From an optimization exercise on the open Yosys and OpenROAD flow, aimed at small area and a short achievable clock period; shortcuts taken in it are not production practice.
Function was checked by simulation only, so behaviour that the tests miss may differ from the original.
No activity file was given, so power comes from the tool's default toggle rates.

Setup of job 9104:
==> flow/design.v (excerpt) <==
module fpAddConstTop #(
    parameter int NumLanes = 2,
    parameter logic [NumLanes*32-1:0] LaneConsts = {32'hbf80_0000, 32'h3f80_0000}
) (
    input  logic                   clk_i,
    input  logic                   rstn_i,
    input  logic                   valid_i,
    input  logic [31:0]            a_i,
    output logic [NumLanes-1:0][31:0] result_o,
    output logic                   done_o
);
Settings: LEC_CHECK=0, CAP_MARGIN=20, CORE_MARGIN=2, CORE_UTILIZATION=40, SETUP_SLACK_MARGIN=2.5, SLEW_MARGIN=20; clock period 5.0 ns.
run.sh (not shown) runs the stock make flow with config.mk's settings and CLKGATE_MAP_FILE= SYNTH_SCRIPT=/design/flow/synth_recipe.tcl, a recipe that flattens the netlist after the stock synthesis.
Job 9104: done, clean on timing, DRC and antenna
> inputs changed (job 9104 -> job 4680)
- setting ABC_AREA to 1 for the first time
Notes after the runs:
- Clock-buffer cell count delta for job 4680 relative to job 9104: 3 lower
- [diff] clock period minus worst slack, job 4680 relative to job 9104: improvement
- Diff job 9104 -> job 4680: sequential cell fraction of total power +0.5 points; first-pass GRT wire length +3.7 mm; hold slack ~0 delta.
- Diff job 9104 and job 4680: overall power of the completed layout lower in job 4680
- When job 4680 is measured against job 9104, its proportion of power drawn by combinational gates turns out 0.8 points lower.
- Measured against each other, job 9104 and job 4680 differ in proportion of total power due to net switching, the lower figure coming from job 9104.
- compound AO/OA/AOI/OAI gates as the combinational family with the most area after synthesis was reported by job 9104, and simple AND/OR/NAND/NOR gates by job 4680.
- Higher half-perimeter wire length after placement was reported by job 4680, not job 9104.
- met1 track demand over resource in global routing ended up 0.60 points higher on job 4680 than on job 9104.
- Job 4680 vs job 9104, endpoint of the most critical setup path: shQ[0] vs shQ[1]
Modified inputs, job 2486 compared to job 4680
==> flow/flow/run.sh (new file) <==
#!/bin/bash
# The standard layout, with plain buffers (sky130_fd_sc_hd__buf_1) on the
# ports instead of ORFS's default port buffer cell. Every input and output
# port still gets its own buffer.
set -euo pipefail
export BUFFER_PORTS_ARGS="-buffer_cell sky130_fd_sc_hd__buf_1"
bash standard.sh finish > standard_flow.log 2>&1
==> flow/standard.sh (new file) <==
#!/bin/bash
# synth_recipe.tcl (not shown) runs the flow's synth.tcl, then flattens the netlist and writes it again
# the make line also repeats each setting of config.mk as NAME=value (left out here)
make -C /OpenROAD-flow-scripts/flow DESIGN_CONFIG=/design/flow/config.mk WORK_HOME=/design/flow/orfs CLKGATE_MAP_FILE= SYNTH_SCRIPT=/design/flow/synth_recipe.tcl "${@:-finish}"
removed: flow/run.sh
Results
- Diff job 2486 and job 4680: overall via count from detail_route lower in job 4680
- Job 2486: post-route cell area is about 4% lower than what job 4680 reported.
- Compared with job 4680, placement density in the core of job 2486 is lower.
- Job 2486 ended up with eH as its launch point of the critical path; job 4680 ended up with m[2].
- From job 4680 to job 2486 the numbers moved as follows: wire length of the first global-routing pass flat; part of the power in the clock network up 1.1 points; post-route minimum period up 55 ps.

---

Another version of the RTL of fpAddConstTop (not shown whole).
Size: about 1,700 cells after synthesis, about 170 flip-flops, ~100 I/O pins.
clock: 5.0 ns
lec_check: 0
abc_area: 1
cap_margin: 20
core_margin: 2
core_utilization: 55
setup_slack_margin: 2.6
slew_margin: 20
standard.sh (not shown) runs the stock make flow with config.mk's settings and CLKGATE_MAP_FILE= SYNTH_SCRIPT=/design/flow/synth_recipe.tcl, a recipe that flattens the netlist after the stock synthesis.
==> flow/flow/run.sh <==
#!/bin/bash
# The standard layout, with plain buffers (sky130_fd_sc_hd__buf_1) on the
# ports instead of ORFS's default port buffer cell. Every input and output
# port still gets its own buffer.
set -euo pipefail
export BUFFER_PORTS_ARGS="-buffer_cell sky130_fd_sc_hd__buf_1"
bash standard.sh finish > standard_flow.log 2>&1
The first run went through all stages and came out clean.
Next try:
--- a/flow/config.mk
+++ b/flow/config.mk
@@ -10,4 +10,4 @@
 export CORE_MARGIN = 2
-export CORE_UTILIZATION = 55
-export SETUP_SLACK_MARGIN = 2.6
+export CORE_UTILIZATION = 50
+export SETUP_SLACK_MARGIN = 2.5
 export SLEW_MARGIN = 20
=> Clock power stays flat; setup slack improves by 25 ps; sequential share of layout area went up by 0.55 points; fmax is higher slightly; synthesized cell count does not change.

static timing again, ports no longer ideal:
No port has a modelled driver above. Below, the same layouts with a new extraction and two added sets of constraints. Step 1: set_driving_cell puts a clkbuf_16 on clk_i and a buf_2 on each other input, an assumption about the parent block. Step 2 moves the port delays by t, midway between the first and last clock arrival at a register: inputs arrive t later, outputs are due t later. That takes back most of the time a late clock gives input paths. Slacks: no drivers / after step 1 / after step 2; pairs: no drivers / after step 1.
run	t, ns	slack for setup (ns)	worst setup path at the end	clock arrival spread, ns	worst data-port slew with drivers (ns)
job 9104	0.494	2.356 / 2.356 / 2.068	input to register	0.023 / 0.023	0.04
job 4680	0.497	2.569 / 2.568 / 2.226	input to register	0.013 / 0.013	0.06
job 2486	0.489	2.514 / 2.514 / 2.305	input to register	0.019 / 0.019	0.05
the first run of note 2	0.480	2.491 / 2.491 / 2.491	register to register	0.016 / 0.017	0.04
the second run of note 2	0.485	2.516 / 2.516 / 2.516	register to register	0.022 / 0.022	0.04
After both steps every run listed still meets setup and hold. The setup slack of job 4680, which loses most, moves by -0.001 ns with the drivers and by -0.343 ns with both steps.
